Source: an optimization exercise on an open RTL-to-GDS flow (aim: small area, a short achievable clock period and few clock cycles per item). Production flows keep margins and buffers that such runs may drop.
Function was checked by simulation only, so behaviour that the tests miss may differ from the original.
Power figures rest on the tool's default switching activity, not on a simulated workload.

== lane 1 ==
==> flow/design.v <==
`default_nettype none
package lru_pkg;
  localparam int KEY_SPACE_DEF  = 64;
  localparam int MAX_FRAMES_DEF = 8;
  localparam int              CFG_W     = 4;
  localparam logic [CFG_W-1:0] CFG_RESET = 4'd4;
endpackage
`default_nettype wire
`default_nettype none
`default_nettype wire
`default_nettype none
module lru_ctrl #(
  parameter  int KEY_SPACE  = lru_pkg::KEY_SPACE_DEF,
  parameter  int MAX_FRAMES = lru_pkg::MAX_FRAMES_DEF,
  localparam int KW         = $clog2(KEY_SPACE),
  localparam int CW         = $clog2(MAX_FRAMES + 1)
) (
  input  wire logic                      clk,
  input  wire logic                      rst_n,
  input  wire logic                      accept,
  input  wire logic [KW-1:0]             in_key,
  input  wire logic [$clog2(MAX_FRAMES)-1:0] limm1,
  output logic                           res_hit,
  output logic                           res_evicted,
  output logic [KW-1:0]                  res_evicted_key,
  output logic [CW-1:0]                  occupancy
);
  logic [KW-1:0]         list_r [MAX_FRAMES];
  logic [CW-1:0]         count_r;
  logic [MAX_FRAMES-1:0] vld;
  logic [MAX_FRAMES-1:0] match;
  logic [MAX_FRAMES-1:0] shift;
  logic                  hit;
  logic                  full;
  logic [KW-1:0]         tail_key;
  logic [KW-1:0]         tail_r;
  always_comb begin
    for (int i = 0; i < MAX_FRAMES; i++) begin
      vld[i]   = (count_r > CW'(i));
      match[i] = vld[i] && (list_r[i] == in_key);
    end
  end
  always_comb begin
    shift[0] = 1'b1;
    for (int i = 1; i < MAX_FRAMES; i++) begin
      shift[i] = shift[i-1] & ~match[i-1];
    end
  end
  assign hit  = |match;
  assign full = (count_r > CW'(limm1));
  always_comb begin
    tail_key = '0;
    for (int i = 0; i < MAX_FRAMES; i++) begin
      tail_key = tail_key | ({KW{count_r == CW'(i + 1)}} & list_r[i]);
    end
  end
  always_ff @(posedge clk) begin
    if (accept) begin
      list_r[0] <= in_key;
      for (int i = 1; i < MAX_FRAMES; i++) begin
        if (shift[i]) list_r[i] <= list_r[i-1];
      end
      res_hit         <= hit;
      res_evicted     <= ~hit & full;
      tail_r          <= tail_key;
    end
  end
  always_ff @(posedge clk) begin
    if (!rst_n) begin
      count_r <= '0;
    end else if (accept && !hit && !full) begin
      count_r <= CW'(count_r + 1'b1);
    end
  end
  assign res_evicted_key = {KW{res_evicted}} & tail_r;
  assign occupancy       = count_r;
endmodule
`default_nettype wire
`default_nettype none
module lru_page_reference_tracker_unit #(
  parameter  int KEY_SPACE  = lru_pkg::KEY_SPACE_DEF,
  parameter  int MAX_FRAMES = lru_pkg::MAX_FRAMES_DEF,
  localparam int KW         = $clog2(KEY_SPACE),
  localparam int CW         = $clog2(MAX_FRAMES + 1)
) (
  input  wire logic                      clk,
  input  wire logic                      rst_n,
  input  wire logic                      in_valid,
  output logic                           in_ready,
  input  wire logic [KW-1:0]             in_page_key,
  output logic                           out_valid,
  input  wire logic                      out_ready,
  output logic                           out_hit,
  output logic                           out_evicted,
  output logic [KW-1:0]                  out_evicted_key,
  output logic [CW-1:0]                  out_occupancy,
  input  wire logic                      cfg_valid,
  output logic                           cfg_ready,
  input  wire logic [lru_pkg::CFG_W-1:0] cfg_frames_in_use
);
  localparam int LW = $clog2(MAX_FRAMES);
  logic [LW-1:0] limm1_r;
  logic [LW-1:0] limm1_wr;
  logic          out_valid_r;
  logic          accept;
  always_comb begin
    if (cfg_frames_in_use == '0) begin
      limm1_wr = '0;
    end else if (cfg_frames_in_use > lru_pkg::CFG_W'(MAX_FRAMES)) begin
      limm1_wr = LW'(MAX_FRAMES - 1);
    end else begin
      limm1_wr = LW'(cfg_frames_in_use - 1'b1);
    end
  end
  assign cfg_ready = 1'b1;
  always_ff @(posedge clk) begin
    if (!rst_n) begin
      limm1_r <= LW'(lru_pkg::CFG_RESET - 1'b1);
    end else if (cfg_valid) begin
      limm1_r <= limm1_wr;
    end
  end
  assign in_ready = !out_valid_r || out_ready;
  assign accept   = in_valid && in_ready;
  lru_ctrl #(
    .KEY_SPACE  (KEY_SPACE),
    .MAX_FRAMES (MAX_FRAMES)
  ) u_ctrl (
    .clk             (clk),
    .rst_n           (rst_n),
    .accept          (accept),
    .in_key          (in_page_key),
    .limm1           (limm1_r),
    .res_hit         (out_hit),
    .res_evicted     (out_evicted),
    .res_evicted_key (out_evicted_key),
    .occupancy       (out_occupancy)
  );
  always_ff @(posedge clk) begin
    if (!rst_n) begin
      out_valid_r <= 1'b0;
    end else if (accept) begin
      out_valid_r <= 1'b1;
    end else if (out_ready) begin
      out_valid_r <= 1'b0;
    end
  end
  assign out_valid = out_valid_r;
endmodule
`default_nettype wire
export LEC_CHECK = 0
export CAP_MARGIN = 20
export CORE_MARGIN = 2
export CORE_UTILIZATION = 40
export PLACE_DENSITY = 0.6
export SETUP_SLACK_MARGIN = 3
export SLEW_MARGIN = 20
create_clock -name core_clock -period 5.5 [get_ports {clk}]
standard.sh (not shown) runs the stock make flow with config.mk's settings and CLKGATE_MAP_FILE= SYNTH_SCRIPT=/design/flow/synth_recipe.tcl, a recipe that flattens the netlist after the stock synthesis.
==> flow/flow/run.sh <==
#!/bin/bash
# The standard layout (the standard.sh) with two changes to buffering:
# the port buffers ORFS inserts before global placement use a small plain
# buffer cell, and clock tree synthesis builds its tree from clkbuf_8 cells under
# a clkbuf_8 root, in clusters of up to 22 sinks and without dummy loads.
set -euo pipefail
export BUFFER_PORTS_ARGS="-buffer_cell sky130_fd_sc_hd__buf_1"
export CTS_ARGS="-sink_clustering_enable -repair_clock_nets -dont_use_dummy_load -sink_clustering_size 22 -sink_clustering_max_diameter 80 -buf_list sky130_fd_sc_hd__clkbuf_8 -root_buf sky130_fd_sc_hd__clkbuf_8"
bash standard.sh > standard_flow.log 2>&1
Testbench counts of lane 1, summed over its fixed seeds: cycles 16,512, items 16,384.
For lane 2, these inputs were changed with respect to lane 1:
diff --git a/flow/design.v b/flow/design.v
--- a/flow/design.v
+++ b/flow/design.v
@@ -33,7 +33,6 @@
   logic                  hit;
   logic                  full;
   logic [KW-1:0]         tail_key;
-  logic [KW-1:0]         tail_r;
   always_comb begin
     for (int i = 0; i < MAX_FRAMES; i++) begin
       vld[i]   = (count_r > CW'(i));
@@ -62,7 +61,7 @@
       end
       res_hit         <= hit;
       res_evicted     <= ~hit & full;
-      tail_r          <= tail_key;
+      res_evicted_key <= {KW{~hit & full}} & tail_key;
     end
   end
   always_ff @(posedge clk) begin
@@ -72,8 +71,7 @@
       count_r <= CW'(count_r + 1'b1);
     end
   end
-  assign res_evicted_key = {KW{res_evicted}} & tail_r;
-  assign occupancy       = count_r;
+  assign occupancy = count_r;
 endmodule
 `default_nettype wire
 `default_nettype none
## What came out
Between lane 2 and lane 1, the difference in clock power is negligible. Changes observed in lane 2 relative to lane 1: number of instances in the synthesized netlist went down 4.0%; minimum clock period rose by 29 ps; non-clock buffer count down about 2.4%. Going from lane 1 to lane 2, die area +about 1%, post-synthesis share of cell area spent on and, or, nand and nor gates -3.1 points, core occupancy in the finished layout +2.1 points. Summary of lane 2 over lane 1: total power +1.0%; sequential power moved down; maximum frequency -about 1.1%; final worst slack lost 29 ps; met3 track demand over resource went up by 0.71 points. Compared with lane 1, lane 2 ends up with more cell area. Delta(wire length, lane 2 - lane 1) > 0.
Testbench counts of lane 2, summed over its fixed seeds: cycles 16,512, items 16,384.

[afterwards: timing with drivers on the ports]
How much do the figures lean on ideal ports? The routed layouts below were timed once more, with nothing changed but the port constraints. Step 1 assumes that a clkbuf_16 drives the clock port and a buf_2 every other input. Step 2 moves the port delays by t, midway between the first and last clock arrival at a register: inputs arrive t later, outputs are due t later. That takes back most of the time a late clock gives input paths. a / b / c = ideal ports / drivers / drivers and shift; a / b = the first two.
run | shift t [ns] | setup WS [ns] | worst setup path after step 2
lane 1 | 0.366 | 2.983 / 2.964 / 2.675 | input to register
lane 2 | 0.378 | 2.954 / 2.833 / 2.455 | input to register
After both steps setup and hold are still met in every run listed. The setup slack of lane 2, which loses most, moves by -0.121 ns with the drivers and by -0.499 ns with both steps.
